What follows belongs to an exercise in optimizing a design on an open flow for a short achievable clock period; a production flow would make more cautious choices. Function was checked by simulation only, so behaviour that the tests miss may differ from the original. In every run shown here, the design's own scripts or RTL, not TritonCTS, make the clock network. The flow treats the clock pin as an ideal source. Dropping or thinning the clock tree relies on that and would not hold on a real chip. Power is estimated from default activity; no workload was simulated.

===== design/flow/flow/run.sh =====
#!/bin/bash
# Own layout flow: the standard flow (standard.sh) for every step, with
# the clock tree that CTS builds swapped, inside the CTS step, for a
# two-level clock-inverter tree (post_cts.tcl sources clocktree.tcl), then
# legalized and repaired again. Each step's output goes to a log file here.
set -eo pipefail
cd "$(dirname "$0")/.."
flowdir=$(pwd)/flow
bash standard.sh synth > synth.log 2>&1
bash standard.sh floorplan place > place.log 2>&1
bash standard.sh POST_CTS_TCL="$flowdir/post_cts.tcl" cts > cts.log 2>&1
bash standard.sh finish > finish.log 2>&1

===== design/flow/flow/clocktree.tcl =====
# Replace the clock tree with two levels of clock inverters: the clock port
# drives NR root inverters, each of which drives a few of the NB leaf
# inverters, and each leaf drives one cluster of flip-flops. Both levels
# invert, so the flip-flops see the port's edge.
set BUF [expr {[info exists ::env(VU_CLK_BUF)] ? $::env(VU_CLK_BUF) : "sky130_fd_sc_hd__clkinv_16"}]
set block [ord::get_db_block]
set db [ord::get_db]
set root [$block findNet clk_i]

# Walk the existing tree from the port: buffers/loads to delete, sink pins to keep
set sinks {}
set old_insts {}
set old_nets {}
set todo [list $root]
while {[llength $todo]} {
  set net [lindex $todo 0]
  set todo [lrange $todo 1 end]
  foreach it [$net getITerms] {
    if {[$it isOutputSignal]} { continue }
    set inst [$it getInst]
    set m [[$inst getMaster] getName]
    if {[[$inst getMaster] isSequential] || [string match "*__df*" $m]} {
      lappend sinks $it
    } else {
      lappend old_insts $inst
      foreach ot [$inst getITerms] {
        if {[$ot isOutputSignal] && [$ot getNet] ne "NULL"} {
          lappend todo [$ot getNet]
          lappend old_nets [$ot getNet]
        }
      }
    }
  }
}
puts "clocktree: [llength $sinks] sinks, removing [llength $old_insts] cells and [llength $old_nets] nets"
foreach it $sinks { $it disconnect }
foreach inst $old_insts { odb::dbInst_destroy $inst }
foreach net $old_nets { odb::dbNet_destroy $net }

# Leaf cells: about 30 flip-flops each
set NR [expr {[info exists ::env(VU_CLK_ROOTS)] ? $::env(VU_CLK_ROOTS) : 4}]
set NB [expr {[info exists ::env(VU_CLK_BUFS)] ? $::env(VU_CLK_BUFS) : $NR * max(1, int(ceil([llength $sinks] / (29.0 * $NR))))}]

# Sink positions (pin centres)
set pts {}
foreach it $sinks {
  set inst [$it getInst]
  set bb [$inst getBBox]
  lappend pts [list [expr {([$bb xMin] + [$bb xMax]) / 2.0}] [expr {([$bb yMin] + [$bb yMax]) / 2.0}]]
}
# k-means from a grid of seeds
set n [llength $pts]
set xs [lsort -real [lmap p $pts {lindex $p 0}]]
set ys [lsort -real [lmap p $pts {lindex $p 1}]]
set cent {}
set gx [expr {int(ceil(sqrt($NB)))}]
set gy [expr {int(ceil(double($NB) / $gx))}]
for {set k 0} {$k < $NB} {incr k} {
  set ix [expr {$k % $gx}]
  set iy [expr {$k / $gx}]
  lappend cent [list [lindex $xs [expr {int(($ix + 0.5) * $n / $gx)}]] [lindex $ys [expr {int(($iy + 0.5) * $n / $gy)}]]]
}
set cap [expr {int(ceil(double($n) / $NB))}]
for {set iter 0} {$iter < 30} {incr iter} {
  # balanced assignment: each point to its nearest centre with room left, farthest-first
  set cnt [lrepeat $NB 0]
  set asg [lrepeat $n -1]
  set items {}
  for {set i 0} {$i < $n} {incr i} {
    set p [lindex $pts $i]
    set best 1e30
    for {set k 0} {$k < $NB} {incr k} {
      set c [lindex $cent $k]
      set d [expr {abs([lindex $p 0] - [lindex $c 0]) + abs([lindex $p 1] - [lindex $c 1])}]
      if {$d < $best} { set best $d }
    }
    lappend items [list $i $best]
  }
  foreach item [lsort -real -decreasing -index 1 $items] {
    set i [lindex $item 0]
    set p [lindex $pts $i]
    set bk -1
    set best 1e30
    for {set k 0} {$k < $NB} {incr k} {
      if {[lindex $cnt $k] >= $cap} { continue }
      set c [lindex $cent $k]
      set d [expr {abs([lindex $p 0] - [lindex $c 0]) + abs([lindex $p 1] - [lindex $c 1])}]
      if {$d < $best} { set best $d; set bk $k }
    }
    lset asg $i $bk
    lset cnt $bk [expr {[lindex $cnt $bk] + 1}]
  }
  set sx [lrepeat $NB 0.0]
  set sy [lrepeat $NB 0.0]
  for {set i 0} {$i < $n} {incr i} {
    set k [lindex $asg $i]
    lset sx $k [expr {[lindex $sx $k] + [lindex $pts $i 0]}]
    lset sy $k [expr {[lindex $sy $k] + [lindex $pts $i 1]}]
  }
  for {set k 0} {$k < $NB} {incr k} {
    if {[lindex $cnt $k] > 0} {
      lset cent $k [list [expr {[lindex $sx $k] / [lindex $cnt $k]}] [expr {[lindex $sy $k] / [lindex $cnt $k]}]]
    }
  }
}
puts "clocktree: cluster sizes $cnt"

set master [$db findMaster $BUF]
$root setSigType CLOCK
# NR root cells on the port each drive a group of leaf cells; with
# inverters (VU_CLK_INV) both levels invert, so the flops see the port's edge
set RCELL [expr {[info exists ::env(VU_CLK_RCELL)] ? $::env(VU_CLK_RCELL) : $BUF}]
set rmaster [$db findMaster $RCELL]
set inpin [expr {[string match "*clkinv*" $BUF] ? "A" : "A"}]
set outpin [expr {[string match "*clkinv*" $BUF] ? "Y" : "X"}]
set rin "A"
set rout [expr {[string match "*clkinv*" $RCELL] ? "Y" : "X"}]
# group the leaves into NR contiguous groups: halves by x, then each half
# by y (quadrants for NR=4); each root drives one group
set lorder {}
for {set k 0} {$k < $NB} {incr k} { lappend lorder [list $k [lindex $cent $k 0] [lindex $cent $k 1]] }
set lorder [lsort -real -index 1 $lorder]
set nx [expr {$NR >= 4 ? 2 : 1}]
set groups {}
set per_x [expr {int(ceil(double($NB) / $nx))}]
for {set gx 0} {$gx < $nx} {incr gx} {
  set col [lsort -real -index 2 [lrange $lorder [expr {$gx * $per_x}] [expr {min($NB, ($gx + 1) * $per_x) - 1}]]]
  set ny [expr {$NR / $nx}]
  set per_y [expr {int(ceil(double([llength $col]) / $ny))}]
  for {set gy 0} {$gy < $ny} {incr gy} {
    lappend groups [lrange $col [expr {$gy * $per_y}] [expr {min([llength $col], ($gy + 1) * $per_y) - 1}]]
  }
}
for {set r 0} {$r < $NR} {incr r} {
  set rinst [odb::dbInst_create $block $rmaster "vu_clkroot_$r"]
  set rnet [odb::dbNet_create $block "vu_clkroot_net_$r"]
  $rnet setSigType CLOCK
  [$rinst findITerm $rin] connect $root
  [$rinst findITerm $rout] connect $rnet
  set rx 0.0; set ry 0.0; set cntr 0
  foreach item [lindex $groups $r] {
    set k [lindex $item 0]
    set leafroot($k) $rnet
    set rx [expr {$rx + [lindex $cent $k 0]}]; set ry [expr {$ry + [lindex $cent $k 1]}]; incr cntr
  }
  $rinst setLocation [expr {int($rx / $cntr) - [$rmaster getWidth] / 2}] [expr {int($ry / $cntr) - [$rmaster getHeight] / 2}]
  $rinst setPlacementStatus PLACED
}
for {set k 0} {$k < $NB} {incr k} {
  set inst [odb::dbInst_create $block $master "vu_clkbuf_$k"]
  set net [odb::dbNet_create $block "vu_clknet_$k"]
  $net setSigType CLOCK
  [$inst findITerm $inpin] connect $leafroot($k)
  [$inst findITerm $outpin] connect $net
  set c [lindex $cent $k]
  $inst setLocation [expr {int([lindex $c 0]) - [$master getWidth] / 2}] [expr {int([lindex $c 1]) - [$master getHeight] / 2}]
  $inst setPlacementStatus PLACED
  set nets($k) $net
}
for {set i 0} {$i < $n} {incr i} {
  [lindex $sinks $i] connect $nets([lindex $asg $i])
}

===== design/flow/flow/post_cts.tcl =====
# Runs inside ORFS's CTS step after its own tree and repair: swap the tree
# for a two-level inverter tree (clocktree.tcl), legalize, repair again.
source [file join [file dirname [info script]] clocktree.tcl]
detailed_placement
estimate_parasitics -placement
report_clock_skew
repair_timing_helper
detailed_placement
check_placement -verbose
estimate_parasitics -placement
report_clock_skew
report_checks -path_delay max -format full_clock_expanded

===== design/flow/config.mk =====
export PLATFORM = sky130hd
export DESIGN_NAME = vector_unit_top
export DESIGN_NICKNAME = vector_unit_top
export VERILOG_FILES = /design/flow/design.v
export SDC_FILE = /design/flow/constraint.sdc
export NUM_CORES = 4
export LEC_CHECK = 0
export CAP_MARGIN = 20
export CORE_MARGIN = 2
export CORE_UTILIZATION = 55
export SETUP_SLACK_MARGIN = 2.4
export SLEW_MARGIN = 20
export SYNTH_HIERARCHICAL = 1

===== design/flow/constraint.sdc =====
create_clock -name core_clock -period 4.0 [get_ports {clk_i}]
set_input_delay 0.8000 -clock core_clock [delete_from_list [all_inputs] [get_ports {clk_i}]]
set_output_delay 0.8000 -clock core_clock [all_outputs]
set_load 0.01 [all_outputs]

===== design/flow/standard.sh =====
#!/bin/bash
# synth_recipe.tcl (not shown) runs the flow's synth.tcl, then flattens the netlist and writes it again
# the make line also repeats each setting of config.mk as NAME=value (left out here)
make -C /OpenROAD-flow-scripts/flow DESIGN_CONFIG=/design/flow/config.mk WORK_HOME=/design/flow/orfs CLKGATE_MAP_FILE= SYNTH_SCRIPT=/design/flow/synth_recipe.tcl "${@:-finish}"

===== design/flow/design.v =====
package vector_unit_pkg;
    typedef enum logic [1:0] {
        ESIZE_8  = 2'b00,
        ESIZE_16 = 2'b01
    } esize_t;
    typedef enum logic [3:0] {
        OP_VSRA       = 4'd0,
        OP_RND_VSRA   = 4'd1,
        OP_VSRL       = 4'd2,
        OP_RND_VSRL   = 4'd3,
        OP_VSLL       = 4'd4,
        OP_SAT_VSLL   = 4'd5,
        OP_VSATL_SMPR = 4'd6,
        OP_VSATL_RNDR = 4'd7,
        OP_VADD       = 4'd8,
        OP_VSUB       = 4'd9,
        OP_SAT_VADD   = 4'd10,
        OP_SAT_VSUB   = 4'd11
    } vunit_op_t;
    typedef enum logic [2:0] {
        VSRA, RND_VSRA, VSRL, RND_VSRL, VSLL, SAT_VSLL, VSATL_SMPR, VSATL_RNDR
    } vshift_uops_t;
    typedef enum logic [1:0] {
        VADD, VSUB, SAT_VADD, SAT_VSUB
    } vadd_uops_t;
endpackage : vector_unit_pkg
`timescale 1ns/1ps
module vu_lane_srl #(
    parameter bit E16 = 1'b1
) (
    input  logic [15:0] x,
    input  logic [3:0]  sa,
    input  logic [3:0]  sb,
    output logic [15:0] y
);
    localparam int W = E16 ? 16 : 8;
    logic [15:0] t;
    always_comb begin
        for (int j = 0; j < 16; j++) begin
            t[j] = 1'b0;
            for (int k = 0; k < 4; k++)
                if ((j % W) + k < W) t[j] = t[j] | (sa[k] & x[j+k]);
        end
        for (int j = 0; j < 16; j++) begin
            y[j] = 1'b0;
            for (int k = 0; k < (E16 ? 4 : 2); k++)
                if ((j % W) + 4*k < W) y[j] = y[j] | (sb[k] & t[j+4*k]);
        end
    end
endmodule
module vu_lane_sll #(
    parameter bit E16 = 1'b1
) (
    input  logic [15:0] x,
    input  logic [3:0]  sa,
    input  logic [3:0]  sb,
    output logic [15:0] y
);
    localparam int W = E16 ? 16 : 8;
    logic [15:0] t;
    always_comb begin
        for (int j = 0; j < 16; j++) begin
            t[j] = 1'b0;
            for (int k = 0; k < 4; k++)
                if ((j % W) - k >= 0) t[j] = t[j] | (sa[k] & x[j-k]);
        end
        for (int j = 0; j < 16; j++) begin
            y[j] = 1'b0;
            for (int k = 0; k < (E16 ? 4 : 2); k++)
                if ((j % W) - 4*k >= 0) y[j] = y[j] | (sb[k] & t[j-4*k]);
        end
    end
endmodule
module vu_mux2 #(
    parameter int W = 32
) (
    input  logic         s,
    input  logic [W-1:0] a,
    input  logic [W-1:0] b,
    output logic [W-1:0] y
);
    assign y = s ? b : a;
endmodule
module vu_rmux (
    input  logic [4:0]  adr,
    input  logic [31:0] opa,
    input  logic [31:0] opb,
    input  logic [5:0]  ctrl,
    input  logic [31:0] res,
    input  logic        ovf,
    output logic [31:0] y
);
    logic        ok;
    logic [31:0] m;
    assign ok = !adr[4] && !adr[1] && !adr[0];
    always_comb begin
        case (adr[3:2])
            2'd0: m = opa;
            2'd1: m = opb;
            2'd2: m = {26'b0, ctrl};
            default: m = res;
        endcase
        y = m & {32{ok}};
        y[1] = y[1] | (ovf && adr == 5'h10);
    end
endmodule
`timescale 1ns/1ps
module vu_lane_carry #(
    parameter bit SUB = 1'b0
) (
    input  logic [15:0] a,
    input  logic [15:0] b,
    input  logic        e16,
    output logic [15:0] c
);
    logic [15:0] gn, tn;
    vu_gen #(.SUB(SUB)) gen_i (.a(a), .b(b), .gn(gn), .tn(tn));
    vu_carry #(.CIN(SUB)) carry_i (.gn(gn), .tn(tn), .e16(e16), .c(c));
endmodule
module vu_load #(
    parameter int W = 32
) (
    input  logic         en,
    input  logic         clr,
    input  logic [W-1:0] d,
    input  logic [W-1:0] q,
    output logic [W-1:0] y
);
    assign y = en ? d : (clr ? '0 : q);
endmodule
module vu_gen #(
    parameter bit SUB = 1'b0
) (
    input  logic [15:0] a,
    input  logic [15:0] b,
    output logic [15:0] gn,
    output logic [15:0] tn
);
    assign gn = ~(a & (SUB ? ~b : b));
    assign tn = ~(a | (SUB ? ~b : b));
endmodule
module vu_carry #(
    parameter bit CIN = 1'b0
) (
    input  logic [15:0] gn,
    input  logic [15:0] tn,
    input  logic        e16,
    output logic [15:0] c
);
    logic [15:0] g, t;
    assign g = ~gn;
    assign t = ~tn;
    always_comb begin
        logic [8:0] gl, tl;
        logic [7:0] gh, th;
        gl[0] = CIN;
        tl[0] = 1'b0;
        for (int i = 0; i < 8; i++) begin
            gl[i+1] = g[i];
            tl[i+1] = t[i];
        end
        for (int d = 1; d < 9; d = d * 2) begin
            logic [8:0] gn, tn;
            gn = gl;
            tn = tl;
            for (int i = d; i < 9; i++) begin
                gn[i] = gl[i] | (tl[i] & gl[i-d]);
                tn[i] = tl[i] & tl[i-d];
            end
            gl = gn;
            tl = tn;
        end
        gh = g[15:8];
        th = t[15:8];
        for (int d = 1; d < 8; d = d * 2) begin
            logic [7:0] gn, tn;
            gn = gh;
            tn = th;
            for (int i = d; i < 8; i++) begin
                gn[i] = gh[i] | (th[i] & gh[i-d]);
                tn[i] = th[i] & th[i-d];
            end
            gh = gn;
            th = tn;
        end
        for (int i = 0; i < 8; i++) c[i] = gl[i];
        c[8] = e16 ? gl[8] : CIN;
        for (int i = 9; i < 16; i++)
            c[i] = e16 ? (gh[i-9] | (th[i-9] & gl[8])) : (gh[i-9] | (th[i-9] & CIN));
    end
endmodule
module vu_pick5 #(
    parameter int W = 32
) (
    input  logic [4:0]  sel,
    input  logic [W-1:0] w0,
    input  logic [W-1:0] w1,
    input  logic [W-1:0] w2,
    input  logic [W-1:0] w3,
    input  logic [W-1:0] w4,
    output logic [W-1:0] y
);
    assign y = ({W{sel[0]}} & w0) | ({W{sel[1]}} & w1) | ({W{sel[2]}} & w2) |
               ({W{sel[3]}} & w3) | ({W{sel[4]}} & w4);
endmodule
module vu_pick4 #(
    parameter int W = 32
) (
    input  logic [3:0]   sel,
    input  logic [W-1:0] w0,
    input  logic [W-1:0] w1,
    input  logic [W-1:0] w2,
    input  logic [W-1:0] w3,
    output logic [W-1:0] y
);
    assign y = ({W{sel[0]}} & w0) | ({W{sel[1]}} & w1) | ({W{sel[2]}} & w2) |
               ({W{sel[3]}} & w3);
endmodule
module vu_or2 (
    input  logic a,
    input  logic b,
    output logic y
);
    assign y = a | b;
endmodule
module vu_pickn #(
    parameter int N = 8,
    parameter int W = 8
) (
    input  logic [N-1:0]   sel,
    input  logic [N*W-1:0] w,
    output logic [W-1:0]   y
);
    always_comb begin
        y = '0;
        for (int i = 0; i < N; i++) y = y | ({W{sel[i]}} & w[W*i +: W]);
    end
endmodule
module vu_stage2 #(
    parameter bit E16 = 1'b1
) (
    input  logic [15:0] q,
    input  logic [3:0]  nib,
    input  logic [15:0] px,
    input  logic [1:0]  a2a,
    input  logic [1:0]  a2s,
    input  logic [1:0]  am,
    input  logic [1:0]  rr,
    input  logic [1:0]  hh1,
    input  logic [1:0]  hh0,
    output logic [15:0] y,
    output logic [1:0]  hit
);
    localparam int W = E16 ? 16 : 8;
    always_comb begin
        hit = '0;
        for (int l = 0; l < 16 / W; l++)
            hit[E16 ? 1 : l] = q[W*l+W-1] ? hh1[E16 ? 1 : l] : hh0[E16 ? 1 : l];
        for (int i = 0; i < 16; i++) begin
            logic all1, x;
            all1 = 1'b1;
            for (int b = 0; b < 4; b++)
                if (b >= (W * (i / W)) / 4 && b < i / 4) all1 = all1 & nib[b];
            for (int j = 0; j < 16; j++)
                if (j >= 4 * (i / 4) && j < i) all1 = all1 & q[j];
            x = (a2a[i / 8] & px[i]) | (a2s[i / 8] & ~px[i]) | (rr[E16 ? 1 : i / W] & all1);
            y[i] = hit[E16 ? 1 : i / W] ? ((i == W * (i / W) + W - 1) ? am[E16 ? 1 : i / W] : ~am[E16 ? 1 : i / W])
                                        : (q[i] ^ x);
        end
    end
endmodule
module vu_final (
    input  logic [7:0] s16,
    input  logic [7:0] s8,
    input  logic       sel16,
    input  logic       sel8,
    input  logic [7:0] p1,
    input  logic       en1,
    output logic [7:0] y
);
    assign y = ({8{sel16}} & s16) | ({8{sel8}} & s8) | ({8{en1}} & p1);
endmodule
module vu_g_oai21 (input logic a, input logic b, input logic c, output logic y);
    assign y = ~(a & (b | c));
endmodule
module vu_g_aoi21 (input logic a, input logic b, input logic c, output logic y);
    assign y = ~(a | (b & c));
endmodule
module vu_g_nor2 (input logic a, input logic b, output logic y);
    assign y = ~(a | b);
endmodule
module vu_g_nand2 (input logic a, input logic b, output logic y);
    assign y = ~(a & b);
endmodule
module vu_g_inv (input logic a, output logic y);
    assign y = ~a;
endmodule
module vu_ks #(
    parameter int N = 8
) (
    input  logic [N-1:0] gn,
    input  logic [N-1:0] tn,
    output logic [N-1:0] g,
    output logic [N-1:0] t
);
    localparam int L = (N > 8) ? 4 : (N > 4) ? 3 : (N > 2) ? 2 : 1;
    logic [N-1:0] gv [L+1];
    logic [N-1:0] tv [L+1];
    assign gv[0] = gn;
    assign tv[0] = tn;
    for (genvar l = 0; l < L; l++) begin : g_lvl
        localparam int D = 1 << l;
        for (genvar i = 0; i < N; i++) begin : g_pos
            if (i >= D) begin : g_node
                if (l % 2 == 0) begin : g_oai
                    vu_g_oai21 gg_i (.a(gv[l][i]), .b(tv[l][i]), .c(gv[l][i-D]), .y(gv[l+1][i]));
                    vu_g_nor2  tt_i (.a(tv[l][i]), .b(tv[l][i-D]), .y(tv[l+1][i]));
                end else begin : g_aoi
                    vu_g_aoi21 gg_i (.a(gv[l][i]), .b(tv[l][i]), .c(gv[l][i-D]), .y(gv[l+1][i]));
                    vu_g_nand2 tt_i (.a(tv[l][i]), .b(tv[l][i-D]), .y(tv[l+1][i]));
                end
            end else begin : g_pass
                vu_g_inv gi_i (.a(gv[l][i]), .y(gv[l+1][i]));
                vu_g_inv ti_i (.a(tv[l][i]), .y(tv[l+1][i]));
            end
        end
    end
    assign g = gv[L];
    assign t = tv[L];
endmodule
module vu_lane_carry2 #(
    parameter bit SUB = 1'b0,
    parameter bit E16 = 1'b1
) (
    input  logic [15:0] a,
    input  logic [15:0] b,
    output logic [15:0] c
);
    logic [15:0] gn, tn;
    logic [7:0]  gnl, gl, tl, gh, th;
    vu_gen #(.SUB(SUB)) gen_i (.a(a), .b(b), .gn(gn), .tn(tn));
    assign gnl = {gn[7:1], SUB ? tn[0] : gn[0]};
    vu_ks #(.N(8)) ksl_i (.gn(gnl), .tn(tn[7:0]), .g(gl), .t(tl));
    vu_ks #(.N(8)) ksh_i (.gn(gn[15:8]), .tn(tn[15:8]), .g(gh), .t(th));
    always_comb begin
        c[0] = SUB;
        for (int i = 1; i < 8; i++) c[i] = gl[i-1];
        if (E16) begin
            c[8] = gl[7];
            for (int i = 9; i < 16; i++) c[i] = gh[i-9] | (th[i-9] & gl[7]);
        end else begin
            c[8] = SUB;
            for (int i = 9; i < 16; i++) c[i] = gh[i-9] | (th[i-9] & SUB);
        end
    end
endmodule
`timescale 1ns/1ps
module vu_cp #(
    parameter int W = 1
) (
    input  logic [W-1:0] d,
    output logic [W-1:0] y
);
    assign y = d;
endmodule
`timescale 1ns/1ps
module vector_unit_top (
    input  logic                  clk_i,
    input  logic                  rst_n_i,
    input  logic                  wb_cyc_i,
    input  logic                  wb_stb_i,
    input  logic                  wb_we_i,
    input  logic [5-1:0] wb_adr_i,
    input  logic [32-1:0] wb_dat_i,
    input  logic [3:0]            wb_sel_i,
    output logic [32-1:0] wb_dat_o,
    output logic                  wb_ack_o
);
    localparam int P_CA16 = 0;    
    localparam int P_CA8  = 1;    
    localparam int P_CS16 = 2;    
    localparam int P_CS8  = 3;    
    localparam int P_SL16 = 4;
    localparam int P_SL8  = 5;
    localparam int P_SR16 = 6;
    localparam int P_SR8  = 7;
    localparam int P_FL16 = 8;    
    localparam int P_FL8  = 9;
    localparam int NP     = 10;
    logic        ack_q;
    logic        wr_opa_q, wr_opb_q, wr_ctrl_q;
    logic [3:0]  opa_vr, opb_vr, res_vr;
    logic [2:0]  opa_vl, wr_opa_l;
    logic [1:0]  opb_vl, wr_opb_l;
    logic [31:0] opa_q, opb_q, result_q;
    logic [7:0]  nib_q;
    logic [31:0] opas_q, opac_q, opbc_q;
    logic [5:0]  ctrl_q;
    logic        ovf_q;
    logic [3:0]  mag_q;
    logic [15:0] oh16_q, th16_q;
    logic [7:0]  oh8_q, th8_q;
    logic [63:0] shc_q;
    logic [31:0] presl16_q, presl8_q, presr16_q, presr8_q;
    logic [31:0] precy_a16_q, precy_a8_q, precy_s16_q, precy_s8_q, prexor_q;
    logic [31:0] prefl16_q, prefl8_q;
    logic        dc_add_q, dc_add1_q, dc_round_q, dc_shsat_q, dc_addsat_q, dc_go_q;
    logic        e16_s;
    logic [3:0]  wrc_q, pgo_q;
    logic [NP-1:0] pk_q [4];
    logic [3:0]  a2c_q, sub2c_q;
    logic [3:0]  rr_q, hh1_q, hh0_q;
    logic [3:0]  a2c8_q, sub2c8_q, rr8_q;
    logic        e16_2, v2_q;
    logic [3:0]  e16c2_q;
    logic req;
    assign req      = wb_cyc_i && wb_stb_i && !ack_q;
    assign wb_ack_o = ack_q;
    logic [31:0] rdata;
    vu_rmux rmux_i (
        .adr  (wb_adr_i),
        .opa  (opa_q & {{8{opa_vr[3]}}, {8{opa_vr[2]}}, {8{opa_vr[1]}}, {8{opa_vr[0]}}}),
        .opb  (opb_q & {{8{opb_vr[3]}}, {8{opb_vr[2]}}, {8{opb_vr[1]}}, {8{opb_vr[0]}}}),
        .ctrl (ctrl_q),
        .res  (result_q & {{8{res_vr[3]}}, {8{res_vr[2]}}, {8{res_vr[1]}}, {8{res_vr[0]}}}),
        .ovf  (ovf_q),
        .y    (rdata)
    );
    always_ff @(posedge clk_i) begin
        wb_dat_o <= rdata;
    end
    logic [3:0] d;
    logic       neg, e16_in;
    logic       dc_add, dc_sub, dc_sll, dc_sr, dc_arith;
    assign d        = wb_dat_i[3:0];
    assign neg      = opb_q[4];
    assign e16_in   = wb_dat_i[5] | wb_dat_i[4];
    assign dc_add   =  d[3] & ~d[2];
    assign dc_sub   =  d[0];
    assign dc_sll   = ~d[3] &  d[2] & ~(d[1] & neg);
    assign dc_sr    = ~d[3] & (~d[2] | (d[1] & neg));
    assign dc_arith = (~d[2] & ~d[1]) | (d[2] & d[1] & neg);
    logic [NP-1:0] pk_d;
    always_comb begin
        pk_d = '0;
        pk_d[P_CA16] = dc_add & ~dc_sub &  e16_in;
        pk_d[P_CA8]  = dc_add & ~dc_sub & ~e16_in;
        pk_d[P_CS16] = dc_add &  dc_sub &  e16_in;
        pk_d[P_CS8]  = dc_add &  dc_sub & ~e16_in;
        pk_d[P_SL16] = dc_sll &  e16_in;
        pk_d[P_SL8]  = dc_sll & ~e16_in;
        pk_d[P_SR16] = dc_sr  &  e16_in;
        pk_d[P_SR8]  = dc_sr  & ~e16_in;
        pk_d[P_FL16] = dc_sr  & dc_arith &  e16_in;
        pk_d[P_FL8]  = dc_sr  & dc_arith & ~e16_in;
    end
    logic g_add1, g_round, g_shsat, g_addsat, g_go;
    assign g_add1   = wr_ctrl_q & dc_add1_q;
    assign g_round  = wr_ctrl_q & dc_round_q;
    assign g_shsat  = wr_ctrl_q & dc_shsat_q;
    assign g_addsat = wr_ctrl_q & dc_addsat_q;
    assign g_go     = wr_ctrl_q & dc_go_q;
    logic [31:0] sl16_w, sl8_w, sr16_w, sr8_w;
    logic [31:0] cy_a16_w, cy_a8_w, cy_s16_w, cy_s8_w;
    for (genvar h = 0; h < 2; h++) begin : g_pre
        vu_lane_srl #(.E16(1)) srl16_i (.x(opas_q[16*h +: 16]), .sa(shc_q[8*(4*h+0) +: 4]), .sb(shc_q[8*(4*h+0)+4 +: 4]), .y(sr16_w[16*h +: 16]));
        vu_lane_srl #(.E16(0)) srl8_i  (.x(opas_q[16*h +: 16]), .sa(shc_q[8*(4*h+1) +: 4]), .sb(shc_q[8*(4*h+1)+4 +: 4]), .y(sr8_w[16*h +: 16]));
        vu_lane_sll #(.E16(1)) sll16_i (.x(opas_q[16*h +: 16]), .sa(shc_q[8*(4*h+2) +: 4]), .sb(shc_q[8*(4*h+2)+4 +: 4]), .y(sl16_w[16*h +: 16]));
        vu_lane_sll #(.E16(0)) sll8_i  (.x(opas_q[16*h +: 16]), .sa(shc_q[8*(4*h+3) +: 4]), .sb(shc_q[8*(4*h+3)+4 +: 4]), .y(sl8_w[16*h +: 16]));
        vu_lane_carry2 #(.SUB(0), .E16(1)) ca16_i (.a(opac_q[16*h +: 16]), .b(opbc_q[16*h +: 16]), .c(cy_a16_w[16*h +: 16]));
        vu_lane_carry2 #(.SUB(0), .E16(0)) ca8_i  (.a(opac_q[16*h +: 16]), .b(opbc_q[16*h +: 16]), .c(cy_a8_w[16*h +: 16]));
        vu_lane_carry2 #(.SUB(1), .E16(1)) cs16_i (.a(opac_q[16*h +: 16]), .b(opbc_q[16*h +: 16]), .c(cy_s16_w[16*h +: 16]));
        vu_lane_carry2 #(.SUB(1), .E16(0)) cs8_i  (.a(opac_q[16*h +: 16]), .b(opbc_q[16*h +: 16]), .c(cy_s8_w[16*h +: 16]));
    end
    logic [31:0] fill16_w, fill8_w;
    always_comb begin
        for (int i = 0; i < 32; i++) begin
            logic [3:0] sa16, sb16, sa8, sb8;
            logic       ge16, ge8;
            sa16 = shc_q[8*(4*(i/16)+0) +: 4];
            sb16 = shc_q[8*(4*(i/16)+0)+4 +: 4];
            sa8  = shc_q[8*(4*(i/16)+1) +: 4];
            sb8  = shc_q[8*(4*(i/16)+1)+4 +: 4];
            ge16 = 1'b0;
            ge8  = 1'b0;
            for (int hj = 0; hj < 4; hj++) begin
                if (i % 16 != 0 && hj > (16 - i % 16) / 4) ge16 = ge16 | sb16[hj];
                if (i % 8 != 0 && hj > (8 - i % 8) / 4)   ge8  = ge8  | sb8[hj];
                for (int lj = 0; lj < 4; lj++) begin
                    if (i % 16 != 0 && hj == (16 - i % 16) / 4 && lj >= (16 - i % 16) % 4)
                        ge16 = ge16 | (sb16[hj] & sa16[lj]);
                    if (i % 8 != 0 && hj == (8 - i % 8) / 4 && lj >= (8 - i % 8) % 4)
                        ge8 = ge8 | (sb8[hj] & sa8[lj]);
                end
            end
            fill16_w[i] = opas_q[16*(i/16)+15] & ge16;
            fill8_w[i]  = opas_q[8*(i/8)+7]    & ge8;
        end
    end
    logic [3:0] rnd_w, sat_w, h1_w, h0_w;
    always_comb begin
        for (int i = 0; i < 4; i++) begin
            logic r8, s8, same;
            r8 = |(opa_q[8*i +: 7] & oh8_q[7:1]);
            s8 = |(opa_q[8*i +: 8] & th8_q);
            same = opa_q[8*i+7] ~^ (opb_q[8*i+7] ^ dc_add1_q);
            h1_w[i] = same & ~opa_q[8*i+7];
            h0_w[i] = same &  opa_q[8*i+7];
            if (i % 2 == 1) begin
                logic r16, s16;
                r16 = |(opa_q[16*(i/2) +: 15] & oh16_q[15:1]);
                s16 = |(opa_q[16*(i/2) +: 16] & th16_q);
                rnd_w[i] = e16_s ? r16 : r8;
                sat_w[i] = e16_s ? s16 : s8;
            end else begin
                rnd_w[i] = r8 & !e16_s;
                sat_w[i] = s8 & !e16_s;
                h1_w[i]  = h1_w[i] & !e16_s;
                h0_w[i]  = h0_w[i] & !e16_s;
            end
        end
    end
    logic [31:0] st2_16, st2_8;
    logic [3:0]  hit16, hit8, hit;
    for (genvar h = 0; h < 2; h++) begin : g_st2
        vu_stage2 #(.E16(1)) s16_i (
            .q   (result_q[16*h +: 16]), .nib (nib_q[4*h +: 4]), .px (prexor_q[16*h +: 16]), .a2a (a2c_q[2*h +: 2]), .a2s (sub2c_q[2*h +: 2]),
            .am  ({opa_q[16*h+15], opa_q[16*h+7]}),
            .rr  (rr_q[2*h +: 2]), .hh1 (hh1_q[2*h +: 2]), .hh0 (hh0_q[2*h +: 2]),
            .y   (st2_16[16*h +: 16]), .hit (hit16[2*h +: 2]));
        vu_stage2 #(.E16(0)) s8_i (
            .q   (result_q[16*h +: 16]), .nib (nib_q[4*h +: 4]), .px (prexor_q[16*h +: 16]), .a2a (a2c8_q[2*h +: 2]), .a2s (sub2c8_q[2*h +: 2]),
            .am  ({opa_q[16*h+15], opa_q[16*h+7]}),
            .rr  (rr8_q[2*h +: 2]), .hh1 (hh1_q[2*h +: 2]), .hh0 (hh0_q[2*h +: 2]),
            .y   (st2_8[16*h +: 16]), .hit (hit8[2*h +: 2]));
    end
    assign hit = e16_2 ? (hit16 & 4'b1010) : hit8;
    logic [31:0] result_d;
    logic [7:0]  nib_d;
    for (genvar k = 0; k < 4; k++) begin : g_pick
        logic [NP-1:0] sel;
        logic [7:0]    p1;
        logic          hold;
        assign sel  = pk_q[k];
        assign hold = !(wrc_q[k] & pgo_q[k]);
        vu_pickn #(.N(NP), .W(8)) pick_i (
            .sel (sel),
            .w   ({prefl8_q[8*k +: 8], prefl16_q[8*k +: 8],
                   presr8_q[8*k +: 8], presr16_q[8*k +: 8],
                   presl8_q[8*k +: 8], presl16_q[8*k +: 8],
                   precy_s8_q[8*k +: 8], precy_s16_q[8*k +: 8],
                   precy_a8_q[8*k +: 8], precy_a16_q[8*k +: 8]}),
            .y   (p1)
        );
        assign nib_d[2*k]   = &p1[3:0];
        assign nib_d[2*k+1] = &p1[7:4];
        vu_final fin_i (
            .s16   (st2_16[8*k +: 8]),
            .s8    (st2_8[8*k +: 8]),
            .sel16 (hold &  e16c2_q[k]),
            .sel8  (hold & !e16c2_q[k]),
            .p1    (p1),
            .en1   (wrc_q[k]),
            .y     (result_d[8*k +: 8])
        );
    end
    logic [31:0] opa_d, opb_d;
    vu_load #(.W(32)) lda_i (.en(wr_opa_l[0]), .clr(!opa_vl[0]), .d(wb_dat_i), .q(opa_q), .y(opa_d));
    vu_load #(.W(32)) ldb_i (.en(wr_opb_l[0]), .clr(!opb_vl[0]), .d(wb_dat_i), .q(opb_q), .y(opb_d));
    logic [31:0] opas_d, opac_d, opbc_d;
    vu_load #(.W(32)) ldas_i (.en(wr_opa_l[1]), .clr(!opa_vl[1]), .d(wb_dat_i), .q(opas_q), .y(opas_d));
    vu_load #(.W(32)) ldac_i (.en(wr_opa_l[2]), .clr(!opa_vl[2]), .d(wb_dat_i), .q(opac_q), .y(opac_d));
    vu_load #(.W(32)) ldbc_i (.en(wr_opb_l[1]), .clr(!opb_vl[1]), .d(wb_dat_i), .q(opbc_q), .y(opbc_d));
    logic       wr_opa_d, wr_opb_d;
    logic [2:0] wr_opa_ld;
    logic [1:0] wr_opb_ld;
    assign wr_opa_d = req && wb_we_i && (wb_adr_i == 5'h00);
    assign wr_opb_d = req && wb_we_i && (wb_adr_i == 5'h04);
    for (genvar k = 0; k < 3; k++) begin : g_wra
        vu_cp #(.W(1)) cp_i (.d(wr_opa_d), .y(wr_opa_ld[k]));
    end
    for (genvar k = 0; k < 2; k++) begin : g_wrb
        vu_cp #(.W(1)) cp_i (.d(wr_opb_d), .y(wr_opb_ld[k]));
    end
    logic [3:0]  mag_d, mag_in;
    vu_load #(.W(4)) ldm_i (.en(wr_opb_l[1]), .clr(!opb_vl[1]), .d(mag_in), .q(mag_q), .y(mag_d));
    logic [15:0] oh16_d, th16_d;
    logic [7:0]  oh8_d, th8_d;
    always_comb begin
        mag_in = wb_dat_i[4] ? 4'(5'd0 - wb_dat_i[4:0]) : wb_dat_i[3:0];
        for (int k = 0; k < 16; k++) oh16_d[k] = (mag_q == 4'(k));
        for (int k = 0; k < 8; k++)  oh8_d[k]  = (mag_q[2:0] == 3'(k));
        for (int k = 0; k < 16; k++) begin
            th16_d[k] = 1'b0;
            for (int j = 15 - k; j < 16; j++) th16_d[k] = th16_d[k] | oh16_d[j];
        end
        for (int k = 0; k < 8; k++) begin
            th8_d[k] = 1'b0;
            for (int j = 7 - k; j < 8; j++) th8_d[k] = th8_d[k] | oh8_d[j];
        end
    end
    logic [63:0] shc_d;
    logic [7:0]  sel16_d, sel8_d;
    always_comb begin
        for (int k = 0; k < 4; k++) begin
            sel16_d[k]   = (mag_q[1:0] == 2'(k));
            sel16_d[4+k] = (mag_q[3:2] == 2'(k));
        end
        sel8_d = {2'b00, mag_q[2], !mag_q[2], sel16_d[3:0]};
    end
    for (genvar k = 0; k < 8; k++) begin : g_shc
        vu_cp #(.W(8)) cp_i (.d((k % 2 == 0) ? sel16_d : sel8_d), .y(shc_d[8*k +: 8]));
    end
    logic          wr_ctrl_d;
    logic [3:0]    wrc_d, pgo_d, a2c_d, sub2c_d, e16c2_d, a2c8_d, sub2c8_d, rr8_d;
    logic [NP-1:0] pk_cd [4];
    assign wr_ctrl_d = req && wb_we_i && (wb_adr_i == 5'h08);
    for (genvar k = 0; k < 4; k++) begin : g_cp
        vu_cp #(.W(1))  wrc_i  (.d(wr_ctrl_d), .y(wrc_d[k]));
        vu_cp #(.W(1))  pgo_i  (.d(dc_add | dc_sll | dc_sr), .y(pgo_d[k]));
        vu_cp #(.W(NP)) pk_i   (.d(pk_d), .y(pk_cd[k]));
        vu_cp #(.W(1))  a2c_i  (.d(g_go & dc_add_q & !dc_add1_q), .y(a2c_d[k]));
        vu_cp #(.W(1))  sub2c_i(.d(g_add1), .y(sub2c_d[k]));
        vu_cp #(.W(1))  a2c8_i (.d(g_go & dc_add_q & !dc_add1_q), .y(a2c8_d[k]));
        vu_cp #(.W(1))  sub2c8_i(.d(g_add1), .y(sub2c8_d[k]));
        vu_cp #(.W(1))  rr8_i  (.d(rnd_w[k] & g_round), .y(rr8_d[k]));
        vu_cp #(.W(1))  e16c2_i(.d(e16_s), .y(e16c2_d[k]));
    end
    always_ff @(posedge clk_i or negedge rst_n_i) begin
        if (!rst_n_i) begin
            ack_q     <= 1'b0;
            wr_opa_q  <= 1'b0;
            wr_opb_q  <= 1'b0;
            wr_ctrl_q <= 1'b0;
            wrc_q     <= '0;
            opa_vr    <= '0;
            opb_vr    <= '0;
            res_vr    <= '0;
            opa_vl    <= '0;
            opb_vl    <= '0;
            wr_opa_l  <= '0;
            wr_opb_l  <= '0;
            v2_q      <= 1'b0;
            ctrl_q    <= '0;
            ovf_q     <= 1'b0;
        end else begin
            ack_q     <= req;
            wr_opa_q  <= req && wb_we_i && (wb_adr_i == 5'h00);
            wr_opb_q  <= req && wb_we_i && (wb_adr_i == 5'h04);
            wr_ctrl_q <= wr_ctrl_d;
            wrc_q     <= wrc_d;
            opa_vr    <= opa_vr | {4{wr_opa_q}};
            opb_vr    <= opb_vr | {4{wr_opb_q}};
            res_vr    <= res_vr | {4{g_go}};
            opa_vl    <= opa_vl | {3{wr_opa_q}};
            opb_vl    <= opb_vl | {2{wr_opb_q}};
            wr_opa_l  <= wr_opa_ld;
            wr_opb_l  <= wr_opb_ld;
            v2_q      <= g_go;
            if (wr_ctrl_q) ctrl_q <= wb_dat_i[5:0];
            if (v2_q) ovf_q <= |hit;
        end
    end
    always_ff @(posedge clk_i) begin
        opa_q       <= opa_d;
        opb_q       <= opb_d;
        opas_q      <= opas_d;
        opac_q      <= opac_d;
        opbc_q      <= opbc_d;
        result_q    <= result_d;
        nib_q       <= nib_d;
        mag_q       <= mag_d;
        oh16_q      <= oh16_d;
        th16_q      <= th16_d;
        oh8_q       <= oh8_d;
        th8_q       <= th8_d;
        shc_q       <= shc_d;
        presl16_q   <= sl16_w;
        presl8_q    <= sl8_w;
        presr16_q   <= sr16_w;
        presr8_q    <= sr8_w;
        precy_a16_q <= cy_a16_w;
        precy_a8_q  <= cy_a8_w;
        precy_s16_q <= cy_s16_w;
        precy_s8_q  <= cy_s8_w;
        prexor_q    <= opac_q ^ opbc_q;
        prefl16_q   <= fill16_w;
        prefl8_q    <= fill8_w;
        pgo_q       <= pgo_d;
        for (int k = 0; k < 4; k++) pk_q[k] <= pk_cd[k];
        dc_add_q    <= dc_add;
        dc_add1_q   <=  d[3] & ~d[2] &  d[0];
        dc_addsat_q <=  d[3] & ~d[2] &  d[1];
        dc_round_q  <= ~d[3] &  d[0] & (~d[2] | (d[1] & neg));
        dc_shsat_q  <= ~d[3] &  d[2] & ((~d[1] & d[0]) | (d[1] & ~neg));
        dc_go_q     <= dc_add | dc_sll | dc_sr;
        e16_s       <= e16_in;
        e16_2       <= e16_s;
        e16c2_q     <= e16c2_d;
        a2c_q       <= a2c_d;
        sub2c_q     <= sub2c_d;
        rr_q        <= rnd_w & {4{g_round}};
        a2c8_q      <= a2c8_d;
        sub2c8_q    <= sub2c8_d;
        rr8_q       <= rr8_d;
        hh1_q       <= (sat_w & {4{g_shsat}}) | (h1_w & {4{g_addsat}});
        hh0_q       <= (sat_w & {4{g_shsat}}) | (h0_w & {4{g_addsat}});
    end
endmodule

==> results of run 1 <==
==> power groups by stage <==
stage               Clock (mW)  Combinational, mW  Sequential (mW)
finish                    3.83              0.940             8.48
global route              4.16               1.01             8.51
detailed placement           0              0.769             8.65
global placement             0              0.743             8.64
floorplan                    0              0.652             8.51
==> cells in the final DEF (no fill, tap or decap), drive strengths merged, types with 38 or more instances in the layout <==
cell	count
nand2b	83
dfrtp	38
and2	161
mux2i	72
nand4	59
a221oi	46
inv	231
a222oi	42
nand2	291
a21oi	135
o21ai	275
a22o	292
xor2	46
or2	67
a22oi	256
nor2	212
dfxtp	770
nor2b	119
buf	183
==> layer usage <==
| layer | part of all wire [%] | vias to the layer above | global-route usage [%] | wire length (um) |
|---|---|---|---|---|
| met4 | 3.0 | 0 | 9.84 | 3670 |
| li1 | - | 13643 | - | - |
| met1 | 45 | 14695 | 48.6 | 54600 |
| met3 | 7.3 | 195 | 4.75 | 8850 |
| met5 | 0 | - | 0 | 0 |
| met2 | 45 | 1400 | 53.7 | 54800 |
==> critical path: cells and delay by family, from the launching register on <==
| family | cells | cell delay, ns |
|---|---|---|
| compound gates | 3 | 0.80 |
| simple gates | 1 | 0.32 |
| buf+inv | 2 | 0.20 |
| flops | 1 | 0.40 |
==> area by class of cell <==
class | instances | area, um^2 | area share, %
multi-input cells | 2545 | 18200 | 45.8
flip-flops and latches | 808 | 16600 | 41.8
repair buffers | 218 | 1960 | 4.94
inverters | 265 | 1850 | 4.66
well taps | 873 | 1090 | 2.75
diodes | 3 | 7.51 | 0.0189
==> stage by stage <==
stage	utilization (%)	setup slack, ns	cells
5_1_grt	59.3	2.11	4710
2_1_floorplan	-	2.25	3912
6_report	59.3	2.18	4712
3_5_place_dp	54.9	1.42	4556
3_3_place_gp	54.9	1.44	4556
==> worst min path at each step <==
stage          slack (ns)        from      endpoint
5_1_grt              0.48  opbc_q[31]  prexor_q[31]
3_3_place_gp         0.43       ack_q         ack_q
3_5_place_dp         0.43       ack_q         ack_q
2_1_floorplan        0.42       e16_s         e16_2
6_report             0.45     rst_n_i     ctrl_q[5]
==> qor.log, run 1 <==
qor: run_status.outcome complete, no violations
qor: clocking.clock_insertion_delay_worst_skew 0.32 ns
qor: grt.grt_pass1_vias 28706
qor: power_and_ir_drop.clock_power_share 28.9%
qor: worst_setup_path.cp_slowest_cell sky130_fd_sc_hd__dfxtp_4
qor: timing.worst_hold_slack 0.454 ns
qor: grt.antenna_found_initial 6
qor: timing.setup_viol_count_final 0
qor: worst_setup_path.crit_chain buf_6, a22o_1, a221oi_2, nand4_1, a222oi_1, inv_1
qor: finish.postLayoutCellArea 39700 um^2
qor: floorplanning.design.portCount 79
qor: worst_setup_path.reg2reg_from pk_q[1][8]
qor: worst_setup_path.capture_point_of_the_worst_path result_q[13]
qor: worst_setup_path.worst_setup_path_startpoint pk_q[1][8]
qor: worst_setup_path.worst_r2r_endpoint result_q[13]
qor: timing.fin_crit_sh 45.6%
qor: timing.rsz0062_at_grt true
qor: grt.pin_count_of_the_biggest_net_entering_global_routing 43
qor: power_and_ir_drop.design_power_total 13.3 mW
qor: worst_setup_path.critical_path.endpoint_type register
qor: finish.synthesis_to_finish_area_growth 7.08%
qor: grt.grt_remaining_overflow 0
qor: floorplanning.row_count 95
qor: drt.drt_wl_total 122000 um
qor: worst_setup_path.data_arrival_time_of_the_critical_path 2.03 ns
qor: floorplanning.core_area 67000 um^2
qor: placement.io_buffer_count 74
qor: yosys.synthesis.yosys.warnings 27
qor: worst_setup_path.worstRegToRegCells 6
qor: hold_path.holdCritPathClass input pin to asynchronous set/reset pin
qor: yosys.synth_cells 3898
qor: floorplanning.floorplan.die.height 264 um
qor: timing.final.min_clock_period 1.82 ns
qor: grt.grt_use_total 34.0%
qor: run.timing.max_cap.violations 0
qor: floorplanning.die-width 264 um
qor: finish.top_regs shc_q (60), pk_q (40)
qor: drt.detailedRoute.firstPassIterationCount 8
qor: drt.ant_nets 0
qor: drt.drt_iter0_drc 3228
qor: placement.post-dp-hpwl 85900 um
qor: placement.gp_routability_congestion 0.940
qor: finish.largest_register_ff_count 60
qor: timing.worstMarginPinSlew 0.850 ns
qor: power_and_ir_drop.power.share.combinational 7.1%
qor: timing.max-slew-margin-rel 43.3%
qor: power_and_ir_drop.netSwitchingPower 4.04 mW
qor: power_and_ir_drop.vdd_drop_max 0.000460 V
qor: drt.via_per_inst 6.35
qor: clocking.clkSinkCount 808
qor: clocking.clk_pin_slew_worst_paths 0.09 ns
qor: placement.postPlaceCellArea 36800 um^2
qor: timing.slew_violations 0
qor: worst_setup_path.timing.setup.critical_path_class register to register
qor: timing.hold_viol 0
qor: worst_setup_path.worstSetupStartpointType register
qor: worst_setup_path.cpPeakStageDelay 0.40 ns
qor: timing.skew 0.0263 ns
qor: power_and_ir_drop.internal-power 9.22 mW
qor: yosys.synthesized_area_divided_by_synthesized_cell_count 9.52 um^2
qor: grt.grt_first_pass_wirelength 182000 um
qor: finish.largest_register shc_q
qor: worst_setup_path.path_max_fanout 5
qor: drt.dr_total_vias 29933
qor: power_and_ir_drop.register_share_of_total_power 64.0%
qor: finish.final_nets 3885
qor: finish.filler_cell_count 5734
qor: power_and_ir_drop.leakagePower 16.4 nW
qor: power_and_ir_drop.netSwitchingFraction 30.5%
qor: floorplanning.fp.dieArea 69600 um^2
qor: power_and_ir_drop.power_per_standard_cell_area 334 nW/um^2
qor: timing.fin_tns_setup 0 ns
qor: floorplanning.start_util 55.3%
qor: yosys.syn_area 37100 um^2
qor: drt.remaining_drc_errors 0
qor: worst_setup_path.cp_data_required_time 4.20 ns
qor: timing.fmax 0.548 GHz
qor: worst_setup_path.reg2reg_slack 2.18 ns
qor: finish.layout-drive-gt1-share 19.9%
qor: drt.average_detailed_routed_wire_length_per_instance 25.9 um
==> run 2, diff against run 1 <==
--- a/design/flow/design.v
+++ b/design/flow/design.v
@@ -354,6 +354,15 @@
         end
     end
 endmodule
+module vu_g_aoi22 (input logic a0, input logic b0, input logic a1, input logic b1, output logic y);
+    assign y = ~((a0 & b0) | (a1 & b1));
+endmodule
+module vu_g_nand3 (input logic a, input logic b, input logic c, output logic y);
+    assign y = ~(a & b & c);
+endmodule
+module vu_g_nand2p (input logic a, input logic b, output logic y);
+    assign y = ~(a & b);
+endmodule
 `timescale 1ns/1ps
 module vu_cp #(
     parameter int W = 1
@@ -387,11 +396,9 @@
     localparam int P_FL16 = 8;    
     localparam int P_FL8  = 9;
     localparam int NP     = 10;
-    logic        ack_q;
+    logic        ack_q, ack_i;
     logic        wr_opa_q, wr_opb_q, wr_ctrl_q;
-    logic [3:0]  opa_vr, opb_vr, res_vr;
-    logic [2:0]  opa_vl, wr_opa_l;
-    logic [1:0]  opb_vl, wr_opb_l;
+    logic        opa_v, opb_v, res_v;
     logic [31:0] opa_q, opb_q, result_q;
     logic [7:0]  nib_q;
     logic [31:0] opas_q, opac_q, opbc_q;
@@ -414,15 +421,17 @@
     logic        e16_2, v2_q;
     logic [3:0]  e16c2_q;
     logic req;
-    assign req      = wb_cyc_i && wb_stb_i && !ack_q;
+    assign req      = wb_cyc_i && wb_stb_i && !ack_i;
     assign wb_ack_o = ack_q;
+    logic ack_d;
+    vu_cp #(.W(1)) ackcp_i (.d(req), .y(ack_d));
     logic [31:0] rdata;
     vu_rmux rmux_i (
         .adr  (wb_adr_i),
-        .opa  (opa_q & {{8{opa_vr[3]}}, {8{opa_vr[2]}}, {8{opa_vr[1]}}, {8{opa_vr[0]}}}),
-        .opb  (opb_q & {{8{opb_vr[3]}}, {8{opb_vr[2]}}, {8{opb_vr[1]}}, {8{opb_vr[0]}}}),
+        .opa  (opa_q & {32{opa_v}}),
+        .opb  (opb_q & {32{opb_v}}),
         .ctrl (ctrl_q),
-        .res  (result_q & {{8{res_vr[3]}}, {8{res_vr[2]}}, {8{res_vr[1]}}, {8{res_vr[0]}}}),
+        .res  (result_q & {32{res_v}}),
         .ovf  (ovf_q),
         .y    (rdata)
     );
@@ -538,56 +547,48 @@
     logic [31:0] result_d;
     logic [7:0]  nib_d;
     for (genvar k = 0; k < 4; k++) begin : g_pick
-        logic [NP-1:0] sel;
-        logic [7:0]    p1;
-        logic          hold;
-        assign sel  = pk_q[k];
-        assign hold = !(wrc_q[k] & pgo_q[k]);
-        vu_pickn #(.N(NP), .W(8)) pick_i (
-            .sel (sel),
-            .w   ({prefl8_q[8*k +: 8], prefl16_q[8*k +: 8],
-                   presr8_q[8*k +: 8], presr16_q[8*k +: 8],
-                   presl8_q[8*k +: 8], presl16_q[8*k +: 8],
-                   precy_s8_q[8*k +: 8], precy_s16_q[8*k +: 8],
-                   precy_a8_q[8*k +: 8], precy_a16_q[8*k +: 8]}),
-            .y   (p1)
-        );
-        assign nib_d[2*k]   = &p1[3:0];
-        assign nib_d[2*k+1] = &p1[7:4];
-        vu_final fin_i (
-            .s16   (st2_16[8*k +: 8]),
-            .s8    (st2_8[8*k +: 8]),
-            .sel16 (hold &  e16c2_q[k]),
-            .sel8  (hold & !e16c2_q[k]),
-            .p1    (p1),
-            .en1   (wrc_q[k]),
-            .y     (result_d[8*k +: 8])
-        );
+        logic [NP-1:0]   sel;
+        logic [8*NP-1:0] w;
+        logic            hold, sel16, sel8, en1;
+        logic [7:0]      pa, pb;
+        assign sel   = pk_q[k];
+        assign hold  = !(wrc_q[k] & pgo_q[k]);
+        assign sel16 = hold &  e16c2_q[k];
+        assign sel8  = hold & !e16c2_q[k];
+        assign en1   = wrc_q[k];
+        assign w     = {prefl8_q[8*k +: 8], prefl16_q[8*k +: 8],
+                        presr8_q[8*k +: 8], presr16_q[8*k +: 8],
+                        presl8_q[8*k +: 8], presl16_q[8*k +: 8],
+                        precy_s8_q[8*k +: 8], precy_s16_q[8*k +: 8],
+                        precy_a8_q[8*k +: 8], precy_a16_q[8*k +: 8]};
+        for (genvar b = 0; b < 8; b++) begin : g_bit
+            logic [4:0] t;
+            logic [2:0] z;
+            for (genvar j = 0; j < 5; j++) begin : g_t
+                vu_g_aoi22 t_i (.a0(sel[2*j]), .b0(w[8*(2*j)+b]), .a1(sel[2*j+1]), .b1(w[8*(2*j+1)+b]), .y(t[j]));
+            end
+            vu_g_nand3  pa_i (.a(t[0]), .b(t[1]), .c(t[2]), .y(pa[b]));
+            vu_g_nand2p pb_i (.a(t[3]), .b(t[4]), .y(pb[b]));
+            vu_g_aoi22  z0_i (.a0(sel16), .b0(st2_16[8*k+b]), .a1(sel8), .b1(st2_8[8*k+b]), .y(z[0]));
+            vu_g_nand2p z1_i (.a(en1), .b(pa[b]), .y(z[1]));
+            vu_g_nand2p z2_i (.a(en1), .b(pb[b]), .y(z[2]));
+            vu_g_nand3  y_i  (.a(z[0]), .b(z[1]), .c(z[2]), .y(result_d[8*k+b]));
+        end
+        assign nib_d[2*k]   = &(pa[3:0] | pb[3:0]);
+        assign nib_d[2*k+1] = &(pa[7:4] | pb[7:4]);
     end
     logic [31:0] opa_d, opb_d;
-    vu_load #(.W(32)) lda_i (.en(wr_opa_l[0]), .clr(!opa_vl[0]), .d(wb_dat_i), .q(opa_q), .y(opa_d));
-    vu_load #(.W(32)) ldb_i (.en(wr_opb_l[0]), .clr(!opb_vl[0]), .d(wb_dat_i), .q(opb_q), .y(opb_d));
+    vu_load #(.W(32)) lda_i (.en(wr_opa_q), .clr(!opa_v), .d(wb_dat_i), .q(opa_q), .y(opa_d));
+    vu_load #(.W(32)) ldb_i (.en(wr_opb_q), .clr(!opb_v), .d(wb_dat_i), .q(opb_q), .y(opb_d));
     logic [31:0] opas_d, opac_d, opbc_d;
-    vu_load #(.W(32)) ldas_i (.en(wr_opa_l[1]), .clr(!opa_vl[1]), .d(wb_dat_i), .q(opas_q), .y(opas_d));
-    vu_load #(.W(32)) ldac_i (.en(wr_opa_l[2]), .clr(!opa_vl[2]), .d(wb_dat_i), .q(opac_q), .y(opac_d));
-    vu_load #(.W(32)) ldbc_i (.en(wr_opb_l[1]), .clr(!opb_vl[1]), .d(wb_dat_i), .q(opbc_q), .y(opbc_d));
-    logic       wr_opa_d, wr_opb_d;
-    logic [2:0] wr_opa_ld;
-    logic [1:0] wr_opb_ld;
-    assign wr_opa_d = req && wb_we_i && (wb_adr_i == 5'h00);
-    assign wr_opb_d = req && wb_we_i && (wb_adr_i == 5'h04);
-    for (genvar k = 0; k < 3; k++) begin : g_wra
-        vu_cp #(.W(1)) cp_i (.d(wr_opa_d), .y(wr_opa_ld[k]));
-    end
-    for (genvar k = 0; k < 2; k++) begin : g_wrb
-        vu_cp #(.W(1)) cp_i (.d(wr_opb_d), .y(wr_opb_ld[k]));
-    end
-    logic [3:0]  mag_d, mag_in;
-    vu_load #(.W(4)) ldm_i (.en(wr_opb_l[1]), .clr(!opb_vl[1]), .d(mag_in), .q(mag_q), .y(mag_d));
+    vu_load #(.W(32)) ldas_i (.en(wr_opa_q), .clr(!opa_v), .d(wb_dat_i), .q(opas_q), .y(opas_d));
+    vu_load #(.W(32)) ldac_i (.en(wr_opa_q), .clr(!opa_v), .d(wb_dat_i), .q(opac_q), .y(opac_d));
+    vu_load #(.W(32)) ldbc_i (.en(wr_opb_q), .clr(!opb_v), .d(wb_dat_i), .q(opbc_q), .y(opbc_d));
+    logic [3:0]  mag_d;
     logic [15:0] oh16_d, th16_d;
     logic [7:0]  oh8_d, th8_d;
     always_comb begin
-        mag_in = wb_dat_i[4] ? 4'(5'd0 - wb_dat_i[4:0]) : wb_dat_i[3:0];
+        mag_d = opb_q[4] ? 4'(5'd0 - opb_q[4:0]) : opb_q[3:0];
         for (int k = 0; k < 16; k++) oh16_d[k] = (mag_q == 4'(k));
         for (int k = 0; k < 8; k++)  oh8_d[k]  = (mag_q[2:0] == 3'(k));
         for (int k = 0; k < 16; k++) begin
@@ -603,10 +604,10 @@
     logic [7:0]  sel16_d, sel8_d;
     always_comb begin
         for (int k = 0; k < 4; k++) begin
-            sel16_d[k]   = (mag_q[1:0] == 2'(k));
-            sel16_d[4+k] = (mag_q[3:2] == 2'(k));
+            sel16_d[k]   = (mag_d[1:0] == 2'(k));
+            sel16_d[4+k] = (mag_d[3:2] == 2'(k));
         end
-        sel8_d = {2'b00, mag_q[2], !mag_q[2], sel16_d[3:0]};
+        sel8_d = {2'b00, mag_d[2], !mag_d[2], sel16_d[3:0]};
     end
     for (genvar k = 0; k < 8; k++) begin : g_shc
         vu_cp #(.W(8)) cp_i (.d((k % 2 == 0) ? sel16_d : sel8_d), .y(shc_d[8*k +: 8]));
@@ -629,33 +630,27 @@
     always_ff @(posedge clk_i or negedge rst_n_i) begin
         if (!rst_n_i) begin
             ack_q     <= 1'b0;
+            ack_i     <= 1'b0;
             wr_opa_q  <= 1'b0;
             wr_opb_q  <= 1'b0;
             wr_ctrl_q <= 1'b0;
             wrc_q     <= '0;
-            opa_vr    <= '0;
-            opb_vr    <= '0;
-            res_vr    <= '0;
-            opa_vl    <= '0;
-            opb_vl    <= '0;
-            wr_opa_l  <= '0;
-            wr_opb_l  <= '0;
+            opa_v     <= 1'b0;
+            opb_v     <= 1'b0;
+            res_v     <= 1'b0;
             v2_q      <= 1'b0;
             ctrl_q    <= '0;
             ovf_q     <= 1'b0;
         end else begin
-            ack_q     <= req;
+            ack_q     <= ack_d;
+            ack_i     <= req;
             wr_opa_q  <= req && wb_we_i && (wb_adr_i == 5'h00);
             wr_opb_q  <= req && wb_we_i && (wb_adr_i == 5'h04);
             wr_ctrl_q <= wr_ctrl_d;
             wrc_q     <= wrc_d;
-            opa_vr    <= opa_vr | {4{wr_opa_q}};
-            opb_vr    <= opb_vr | {4{wr_opb_q}};
-            res_vr    <= res_vr | {4{g_go}};
-            opa_vl    <= opa_vl | {3{wr_opa_q}};
-            opb_vl    <= opb_vl | {2{wr_opb_q}};
-            wr_opa_l  <= wr_opa_ld;
-            wr_opb_l  <= wr_opb_ld;
+            opa_v     <= opa_v | wr_opa_q;
+            opb_v     <= opb_v | wr_opb_q;
+            res_v     <= res_v | g_go;
             v2_q      <= g_go;
             if (wr_ctrl_q) ctrl_q <= wb_dat_i[5:0];
             if (v2_q) ovf_q <= |hit;
==> qor.log, run 2 <==
qor: grt.pin_count_of_the_biggest_net_entering_global_routing 34 [was 43]
qor: timing.fin_crit_sh 43.2% [was 45.6%]
qor: run_status.outcome complete, no violations [unchanged]
qor: drt.via_per_inst 6.36 [was 6.35]
qor: floorplanning.core_area 67000 um^2 [unchanged]
qor: worst_setup_path.critical_path.endpoint_type primary output [was register]
qor: worst_setup_path.cp_slowest_cell sky130_fd_sc_hd__dfrtp_2 [was sky130_fd_sc_hd__dfxtp_4]
qor: power_and_ir_drop.register_share_of_total_power 63.8% [was 64.0%]
qor: yosys.synthesis.yosys.warnings 26 [was 27]
qor: finish.largest_register_ff_count 60 [unchanged]
qor: placement.post-dp-hpwl 82900 um [was 85900 um]
qor: finish.largest_register shc_q [unchanged]
qor: timing.max-slew-margin-rel 45.5% [was 43.3%]
qor: clocking.clk_pin_slew_worst_paths 0.09 ns [about the same]
qor: worst_setup_path.cp_data_required_time 3.20 ns [was 4.20 ns]
qor: finish.layout-drive-gt1-share 21.6% [was 19.9%]
qor: timing.hold_viol 0 [unchanged]
qor: worst_setup_path.timing.critical_path.max_delay_family flip-flops [was compound AO/OA/AOI/OAI gates]
qor: yosys.syn_area 37100 um^2 [about the same]
qor: timing.rsz0062_at_grt true [unchanged]
qor: finish.final_nets 3901 [was 3885]
qor: power_and_ir_drop.netSwitchingPower 3.95 mW [was 4.04 mW]
qor: grt.grt_first_pass_wirelength 181000 um [was 182000 um]
qor: grt.grt_pass1_vias 28719 [was 28706]
qor: finish.postLayoutCellArea 39600 um^2 [was 39700 um^2]
qor: finish.top_regs shc_q (60), pk_q (40) [unchanged]
qor: run.timing.max_cap.violations 0 [unchanged]
qor: timing.slew_violations 0 [unchanged]
qor: finish.synthesis_to_finish_area_growth 6.54% [was 7.08%]
qor: finish.filler_cell_count 5782 [was 5734]
qor: worst_setup_path.crit_chain buf_6 [was buf_6, a22o_1, a221oi_2, nand4_1, a222oi_1, inv_1]
qor: floorplanning.fp.dieArea 69600 um^2 [about the same]
qor: clocking.clkSinkCount 790 [was 808]
qor: power_and_ir_drop.power_per_standard_cell_area 328 nW/um^2 [was 334 nW/um^2]
qor: timing.setup_viol_count_final 0 [unchanged]
qor: drt.ant_nets 0 [unchanged]
qor: floorplanning.design.portCount 79 [unchanged]
qor: timing.skew 0.0278 ns [was 0.0263 ns]
qor: floorplanning.die-width 264 um [about the same]
qor: drt.drt_wl_total 121000 um [was 122000 um]
qor: drt.dr_total_vias 30055 [was 29933]
qor: power_and_ir_drop.internal-power 9.04 mW [was 9.22 mW]
qor: grt.antenna_found_initial 3 [was 6]
qor: yosys.synth_cells 3918 [was 3898]
qor: drt.remaining_drc_errors 0 [unchanged]
qor: worst_setup_path.timing.setup.critical_path_class register to primary output [was register to register]
qor: grt.grt_use_total 33.7% [was 34.0%]
qor: finish.layout_commonest_cell sky130_fd_sc_hd__dfxtp_1 [unchanged]
qor: worst_setup_path.path_depth 1 [was 6]
qor: worst_setup_path.data_arrival_time_of_the_critical_path 0.93 ns [was 2.03 ns]
qor: yosys.synthesized_area_divided_by_synthesized_cell_count 9.48 um^2 [was 9.52 um^2]
qor: power_and_ir_drop.netSwitchingFraction 30.4% [was 30.5%]
qor: placement.gp_routability_congestion 0.956 [was 0.940]
qor: worst_setup_path.cpPeakStageDelay 0.47 ns [was 0.40 ns]
qor: clocking.clock_insertion_delay_worst_skew 0.32 ns [about the same]
qor: power_and_ir_drop.power.share.combinational 7.8% [was 7.1%]
qor: timing.fmax 0.578 GHz [was 0.548 GHz]
qor: drt.drt_iter0_drc 3492 [was 3228]
qor: worst_setup_path.worstRegToRegCells 3 [was 6]
qor: power_and_ir_drop.leakagePower 15.7 nW [was 16.4 nW]
qor: timing.fin_tns_setup 0 ns [unchanged]
qor: hold_path.holdCritPathClass register to register [was input pin to asynchronous set/reset pin]
qor: timing.worstMarginPinSlew 0.816 ns [was 0.850 ns]
qor: placement.io_buffer_count 74 [unchanged]
qor: drt.average_detailed_routed_wire_length_per_instance 25.6 um [was 25.9 um]
qor: placement.postPlaceCellArea 37000 um^2 [was 36800 um^2]
qor: drt.detailedRoute.firstPassIterationCount 6 [was 8]
qor: hold_path.worst_hold_path.num_cells 1
qor: finish.layout_common_cells sky130_fd_sc_hd__dfxtp_1, sky130_fd_sc_hd__nand2_1, sky130_fd_sc_hd__a22o_1, sky130_fd_sc_hd__o21ai_1 [was sky130_fd_sc_hd__dfxtp_1, sky130_fd_sc_hd__nand2_1, sky130_fd_sc_hd__a22o_1, sky130_fd_sc_hd__a22oi_1, sky130_fd_sc_hd__inv_1]
qor: floorplanning.floorplan.die.height 264 um [about the same]
qor: finish.insertedDiodeCount 0 [was 3]
qor: grt.grt_remaining_overflow 0 [unchanged]
qor: floorplanning.start_util 55.4% [was 55.3%]
qor: power_and_ir_drop.vdd_drop_max 0.000470 V [was 0.000460 V]
qor: worst_setup_path.crit_buf_inv 1 [was 2]
qor: timing.final.min_clock_period 1.73 ns [was 1.82 ns]
qor: power_and_ir_drop.design_power_total 13.0 mW [was 13.3 mW]
qor: worst_setup_path.worstSetupStartpointType register [unchanged]
qor: floorplanning.row_count 95 [unchanged]
qor: worst_setup_path.path_max_fanout 1 [was 5]
qor: power_and_ir_drop.clock_power_share 28.4% [was 28.9%]
## run 2: worst paths after layout
kind / slack, ns / startpoint / to
setup / recovery: 2.27 / ack_q / wb_ack_o
hold / removal: 0.46 / opac_q[31] / prexor_q[31]
setup reg to reg: 2.38 / wr_ctrl_q / rr8_q[2]
hold reg to reg: 0.46 / opac_q[31] / prexor_q[31]
max in group asynchronous: 2.94 / rst_n_i / opb_v
min in group asynchronous: 0.58 / rst_n_i / ctrl_q[3]
## run 2: metrics by stage
| stage | util, % | std cells | setup WS [ns] | hold slack (ns) |
|---|---|---|---|---|
| finish | 59.0 | 4724 | 2.27 | 0.459 |
| global route | 59.0 | 4724 | 2.23 | 0.480 |
| detailed placement | 55.2 | 4608 | 1.27 | 0.394 |
| global placement | 55.2 | 4608 | 1.32 | 0.397 |
| floorplan | - | 3932 | 2.25 | 0.373 |
## run 2: layout make-up
type | count | area (um^2) | share of cell area [%]
Timing Repair Buffer | 162 | 1610 | 4.07
Multi-Input combinational cell | 2669 | 19000 | 48.0
Inverter | 230 | 1720 | 4.34
Tap cell | 873 | 1090 | 2.76
Sequential cell | 790 | 16200 | 40.8
## run 2: power by group through the flow
stage	combinational (mW)	clock [mW]	sequential, mW
2_1_floorplan	0.665	0	8.33
3_3_place_gp	0.813	0	8.44
6_report	1.02	3.69	8.28
5_1_grt	1.08	4.04	8.30
3_5_place_dp	0.823	0	8.44
## run 2: metal layers
metal | global-route usage (%) | up-vias | wire [um]
met5 | 0 | - | 0
met4 | 10.7 | 0 | 4040
met3 | 5.36 | 227 | 9790
met2 | 52.7 | 1431 | 53900
met1 | 47.7 | 14735 | 53300
li1 | - | 13662 | -

re-timing with driven ports:
Ports are ideal in the flow. The routed layouts listed here were re-timed in OpenROAD.
Step 1 sets driving cells, clkbuf_16 on the clock port and buf_2 on the other inputs (assumed; they add their load-dependent delay and slew).
Step 2 adds t to the input delays and takes it off the output delays; t is the mean of the earliest and latest rising clock arrival at the registers after step 1. Input paths then give back, and output paths get back, about the clock's delay inside the block.
Three values: no drivers, after step 1, after step 2; two values: the first two.
run	t (ns)	setup WS [ns]	worst setup path at the end
run 1	0.585	2.176 / 2.087 / 2.017	input to register
run 2	0.574	2.271 / 2.003 / 2.016	input to register
After both steps setup and hold are still met in every run listed. For run 2, which loses most, drivers alone change the setup slack by -0.268 ns; drivers and shift together by -0.255 ns.
